From an optimization exercise on the open Yosys and OpenROAD flow, aimed at small area, a short achievable clock period and few clock cycles per item; shortcuts taken in it are not production practice.
Function was checked by simulation only, so behaviour that the tests miss may differ from the original.
Power and IR drop assume default switching activity.

$ cat constraint.sdc
create_clock -name core_clock -period 6.0 [get_ports {clk}]
set_input_delay 1.2000 -clock core_clock [delete_from_list [all_inputs] [get_ports {clk}]]
set_output_delay 1.2000 -clock core_clock [all_outputs]
set_load 0.01 [all_outputs]
$ cat design.v
`timescale 1ns/1ps
module dot8 (
    input  logic        clk,
    input  logic        rst,
    input  logic [63:0] a,
    input  logic [63:0] b,
    input  logic        vin,
    input  logic        lin,
    output logic [7:0]  res,
    output logic        vout,
    output logic        lout
);
    logic [11:0] p [8];
    logic v1, l1;
    logic signed [7:0]  av [8];
    logic signed [7:0]  bv [8];
    logic signed [15:0] pv [8];
    for (genvar m = 0; m < 8; m++) begin : g_m
        assign av[m] = a[8*m +: 8];
        assign bv[m] = b[8*m +: 8];
        assign pv[m] = av[m] * bv[m];
    end
    always_ff @(posedge clk) begin
        for (int m = 0; m < 8; m++)
            p[m] <= pv[m][11:0];
    end
    logic [11:0] s;
    always_comb begin
        s = '0;
        for (int m = 0; m < 8; m++) s = s + p[m];
    end
    always_ff @(posedge clk) res <= s[11:4];
    always_ff @(posedge clk or negedge rst) begin
        if (!rst) begin
            v1 <= 0; l1 <= 0; vout <= 0; lout <= 0;
        end else begin
            v1 <= vin; l1 <= lin; vout <= v1; lout <= l1;
        end
    end
endmodule
`timescale 1ns/1ps
module systolic_mm_top (
    input  logic                  clk,
    input  logic                  rst,
    input  logic                  in_valid,
    input  logic [8-1:0] in_data,
    output logic                  out_valid,
    output logic [8-1:0] out_data,
    output logic                  busy,
    output logic                  done
);
    logic       ld;        
    logic [6:0] icnt;      
    logic       start;
    logic       acc;
    logic [6:0] idx;       
    assign start = in_valid && (!busy || done);
    assign acc   = in_valid && (ld || start);
    assign idx   = start ? 7'd0 : icnt;
    logic       rm;        
    logic [5:0] rc;        
    logic       f127;      
    logic       rm_nxt;
    logic [5:0] rc_nxt;
    assign rm_nxt = f127 || (rm && rc != 6'd55);
    assign rc_nxt = f127 ? 6'd0 : rc + 6'd1;
    logic [7:0] d_r;       
    logic [7:0] aen;       
    logic       ben;       
    logic       tv;        
    logic       tlast;     
    logic [2:0] lane;
    assign lane = idx[2:0] - idx[5:3];
    always_ff @(posedge clk) begin
        d_r <= in_data;
    end
    always_ff @(posedge clk or negedge rst) begin
        if (!rst) begin
            ld    <= 1'b0;
            icnt  <= '0;
            busy  <= 1'b0;
            rm    <= 1'b0;
            rc    <= '0;
            f127  <= 1'b0;
            aen   <= '0;
            ben   <= 1'b0;
            tv    <= 1'b0;
            tlast <= 1'b0;
        end else begin
            busy <= start || (busy && !done);
            if (acc) begin
                icnt <= idx + 7'd1;
                ld   <= (idx != 7'd127);
            end
            f127 <= acc && (idx == 7'd127);
            rm   <= rm_nxt;
            rc   <= rm_nxt ? rc_nxt : 6'd0;
            for (int m = 0; m < 8; m++) begin
                aen[m] <= (acc && !idx[6] && lane == 3'(m))
                       || (acc && idx == 7'd127)
                       || (rm_nxt && rc_nxt[2:0] == 3'd7);
            end
            ben   <= (acc && idx[6]) || rm_nxt;
            tv    <= (acc && idx[6:3] == 4'hf) || rm_nxt;
            tlast <= rm_nxt && rc_nxt == 6'd55;
        end
    end
    logic [63:0]  la [8];   
    logic [511:0] bq;       
    logic [7:0]   tap7;
    assign tap7 = rm ? bq[7:0] : d_r;
    always_ff @(posedge clk) begin
        for (int m = 0; m < 8; m++) begin
            if (aen[m]) la[m] <= {d_r, la[m][63:8]};
        end
        if (ben) bq <= {tap7, bq[511:8]};
    end
    logic [63:0] ta;
    logic [63:0] tb;
    for (genvar m = 0; m < 8; m++) begin : g_tap
        assign ta[8*m +: 8] = la[m][7:0];
        if (m < 7) begin : g_q
            assign tb[8*m +: 8] = bq[8*(8*m+8) +: 8];
        end else begin : g_7
            assign tb[8*m +: 8] = tap7;
        end
    end
    dot8 dot8_inst (
        .clk    (clk),
        .rst    (rst),
        .a      (ta),
        .b      (tb),
        .vin    (tv),
        .lin    (tlast),
        .res    (out_data),
        .vout   (out_valid),
        .lout   (done)
    );
endmodule
$ cat config.mk
export PLATFORM = sky130hd
export DESIGN_NAME = systolic_mm_top
export DESIGN_NICKNAME = systolic_mm_top
export VERILOG_FILES = /design/flow/design.v
export SDC_FILE = /design/flow/constraint.sdc
export NUM_CORES = 4
export LEC_CHECK = 0
export CAP_MARGIN = 20
export CORE_MARGIN = 2
export CORE_UTILIZATION = 40
export SLEW_MARGIN = 20
$ cat run.sh
#!/bin/bash
# synth_recipe.tcl (not shown) runs the flow's synth.tcl, then flattens the netlist and writes it again
# the make line also repeats each setting of config.mk as NAME=value (left out here)
make -C /OpenROAD-flow-scripts/flow DESIGN_CONFIG=/design/flow/config.mk WORK_HOME=/design/flow/orfs CLKGATE_MAP_FILE= SYNTH_SCRIPT=/design/flow/synth_recipe.tcl finish
==> results.py <==
metrics = {
    "min_path": {
        "holdCritPathClass": "flip-flop to flip-flop",
    },
    "synth": {
        "synth-async-reset-ratio_pct": 2.74,
        "ys_seq_area_share_pct": 66.2,
        "yosysUniqueCellTypes": 37,
        "avgSynthCellArea_sq_um": 16.1,
        "yosysWarningCount": 7,
        "post_synth_instance_area_sq_um": 51000,
        "mappedNetlistNets": 3735,
        "yosys_register_bits": 1168,
        "syn-instance-count": 3160,
        "synth_enable_flop_cells": 1024,
        "yosys_most_used_dff": "edfxtp_1",
    },
    "power": {
        "power.density_cell_area_nw_per_um2": 525,
        "leakagePower_nw": 21.4,
        "netSwitchingFraction_pct": 35.6,
        "cell_internal_pwr_mw": 19.3,
        "seq_power_share_pct": 34.6,
        "clkPwrFrac_pct": 23.4,
        "combinationalPowerShare_pct": 41.9,
        "ir_drop_uv": 1430,
        "switching_power_mw": 10.7,
    },
    "sta": {
        "finalHoldViolCount": 0,
        "drv_slew": 0,
        "worst-slew-pin-transition_ns": 1.06,
        "layout_min_cycle_time_ns": 4.85,
        "count_of_endpoints_failing_setup_in_the_final_report": 0,
        "clock.fmax_mhz": 206,
        "total_negative_slack_ns": 0,
        "timing.final.crit_share_pct": 80.8,
        "fin_worst_skew_ns": 0.0387,
        "grt_setup_unrepaired": "false",
        "timing.slew.headroom_pct": 29.4,
    },
    "route": {
        "route.detailed.wl_per_inst_microns": 16.9,
        "drt_pre_antenna_iters": 4,
        "avgViaCountPerCell": 4.49,
        "drc": 0,
        "drtAntennaViolNets": 0,
        "routed_wirelength_microns": 85400,
        "vias": 22700,
        "detailedRoute.firstIterationViolations": 1524,
    },
    "finish": {
        "share_of_layout_cells_above_drive_strength_1_pct": 6.24,
        "final_core_utilization_pct": 45.0,
        "finish.net_count": 3870,
        "layout-area-overhead-vs-synth_pct": 12.1,
    },
    "cts": {
        "clock_insertion_delay_worst_skew_ns": 0.73,
        "ctsResizeCount": 0,
        "clk_path_buf_depth": 3,
        "cts_buf_count": 114,
        "clk_pin_slew_ns": 0.07,
        "tritoncts_clock_tree": "yes",
        "postCtsSetupBuffers": 0,
        "number_of_clock_sinks": 1168,
        "cts.root.buffer_cell": "clkbuf_16",
        "cts_htree_levels": 3,
        "cts.hold.buffers_added": 0,
    },
    "die": {
        "floorplan.die.width_microns": 361,
        "dieArea_sq_um": 130000,
        "effective_utilization_at_floorplan_pct": 40.2,
        "floorplan.die.height_microns": 361,
        "number_of_core_rows": 131,
        "core-area_sq_um": 127000,
        "pin_count": 22,
    },
    "global_routing": {
        "largest_net_degree_at_the_start_of_global_routing": 167,
        "grt_pass1_wl_microns": 137000,
        "number_of_antenna_violations_at_the_first_check_in_global_routing": 6,
        "via_count_of_the_first_global_routing_pass": 24000,
        "gr-total-overflow": 0,
        "grt_util_all_layers_pct": 13.7,
    },
    "setup_path": {
        "timing.setup.critical_path_class": "flip-flop to flip-flop",
        "crit_top_cell": "inv_1",
        "arrival_ns": 5.46,
        "worst-path-max-fanout": 10,
        "worstSetupStartpointType": "flip-flop",
        "critical-path-max-stage-delay_ns": 0.75,
        "crit_slowest_cell": "mux2i_1",
        "crit_path_end_kind": "flip-flop",
        "timing.critical_path.cells": "mux2i_1, nor2b_1, inv_1, fa_1, fa_1, inv_1, fa_1, inv_1, fa_1, inv_1, ha_1, inv_1, o21bai_1, a21oi_1, o21ai_0, xnor2_1",
        "cp.required_ns": 6.62,
    },
    "placement": {
        "globalplace.congestion": 0.808,
        "number_of_i_o_port_buffers": 21,
        "place_hpwl_microns": 57500,
    },
    "outcome": {
        "result_of_the_run": "no timing/DRC/antenna violations",
    },
    "flow_run": {
        "timing.max_cap.violations": 0,
    },
}
## flip-flops by register name (all words and copies together) (netlist names), 6 cells and up
register,cells
aen,8
bq,512
d_r,8
dot8_inst.p,96
dot8_inst.res,8
icnt,7
la,512
rc,6
## worst paths after layout
kind                       slack [ns]  cells past startpoint          from            endpoint
min                              0.35                      0  dot8_inst.l1      dot8_inst.lout
max in group asynchronous        4.80                      2           rst                 ben
max                              1.15                     16            rm  dot8_inst.p[7][11]
min reg2reg                      0.35                      0  dot8_inst.l1      dot8_inst.lout
min in group asynchronous        0.87                      2           rst               rc[3]
max reg2reg                      1.15                     16            rm  dot8_inst.p[7][11]
## layer usage
layer  GRT usage, %  part of all wire, %
met1           19.4                   47
met2           21.3                   46
met3           2.48                  3.7
met4           4.70                  3.0
met5              0                    0
## kinds of logic after synthesis
group / count (synthesis) / share of synthesized area, %
AND/OR/NAND/NOR: 538 / 5.66
AO/OA/AOI/OAI: 118 / 1.37
adder cells (fa/ha/maj): 564 / 19.1
XOR/XNOR: 178 / 3.11
multiplexers: 9 / 0.206
flip-flops: 1168 / 66.2
buffers and inverters: 585 / 4.32
## metrics by stage
stage | instances | instance area, sq um | total power [mW] | worst slack (ns) | hold WS (ns)
after floorplan | 3160 | 51000 | 20.2 | 1.80 | 0.331
after global placement | 4841 | 53400 | 23.1 | 1.20 | 0.335
after detailed placement | 4841 | 53400 | 23.3 | 1.08 | 0.337
after CTS | 5057 | 57200 | 30.5 | 1.08 | 0.352
after global routing | 5057 | 57200 | 32.4 | 0.839 | 0.363
final | 5058 | 57200 | 30.0 | 1.15 | 0.352
## power groups by stage
stage          Sequential (mW)  Combinational (mW)  Clock, mW
2_1_floorplan             10.6                9.65          0
3_3_place_gp              10.6                12.6          0
3_5_place_dp              10.6                12.7          0
5_1_grt                   10.5                14.4       7.57
4_1_cts                   10.4                12.8       7.26
6_report                  10.4                12.6       7.03
## cells in the final DEF (no fill, tap or decap), drive strengths merged, types with 24 or more instances in the layout
cell type  synthesis  final
xor2              27     27
dfxtp            112    112
nand2            164    164
nor2b             36     36
clkinv             0     56
nor2              24     24
xnor2            149    149
dfrtp             32     32
and2             272    272
edfxtp          1024   1024
clkbuf            21    142
fa               358    358
a21oi             48     48
inv              563    571
o21ai             29     29
ha               206    206
## layout make-up
cell class / instances / area (sq um)
multi-input combinational: 1407 / 15000
timing repair buffer: 41 / 398
clock inverter: 74 / 737
inverter: 563 / 2110
antenna: 1 / 2.50
fill: 11000 / 69900
tap: 1662 / 2080
sequential: 1168 / 33800
clock buffer: 142 / 3010
## critical path, delay by kind of cell, from the launching register on
family	cells	cell delay [ns]
adder cells (fa/ha/maj)	5	2.25
XOR/XNOR	1	0.14
AO/OA/AOI/OAI	3	0.46
buffers and inverters	5	0.34
flip-flops	1	0.64
AND/OR/NAND/NOR	1	0.16
multiplexers	1	0.75
## synth_stat cells (27+ instances only)
master,count,area share [%]
nand2_1,164,1.2
a21oi_1,48,0.47
edfxtp_1,1024,60
xnor2_1,149,2.6
nor2b_1,36,0.44
dfxtp_1,112,4.4
xor2_1,27,0.46
and2_1,272,3.3
inv_1,563,4.1
ha_1,206,5.1
fa_1,358,14
dfrtp_1,32,1.6
o21ai_0,29,0.28
Testbench counts, summed over its fixed seeds: cycles 23,816, jobs 128.

what the ideal ports hide:
In the flow no input, the clock included, has a driving cell. The finished layout below was timed again as built, in two steps.
Step 1 sets driving cells, clkbuf_16 on the clock port and buf_2 on the other inputs (assumed; they add their load-dependent delay and slew).
Step 2 adds t to the input delays and takes it off the output delays; t is the mean of the earliest and latest rising clock arrival at the registers after step 1. Input paths then give back, and output paths get back, about the clock's delay inside the block.
a / b / c = ideal ports / drivers / drivers and shift; a / b = the first two.
t (ns): 0.780
setup WS [ns]: 1.153 / 1.153 / 1.153
worst setup path after step 2: register to register
clock arrival spread, ns: 0.043 / 0.043
After both steps this run still meets setup and hold. For this run, drivers alone change the setup slack by 0.000 ns; drivers and shift together by 0.000 ns.
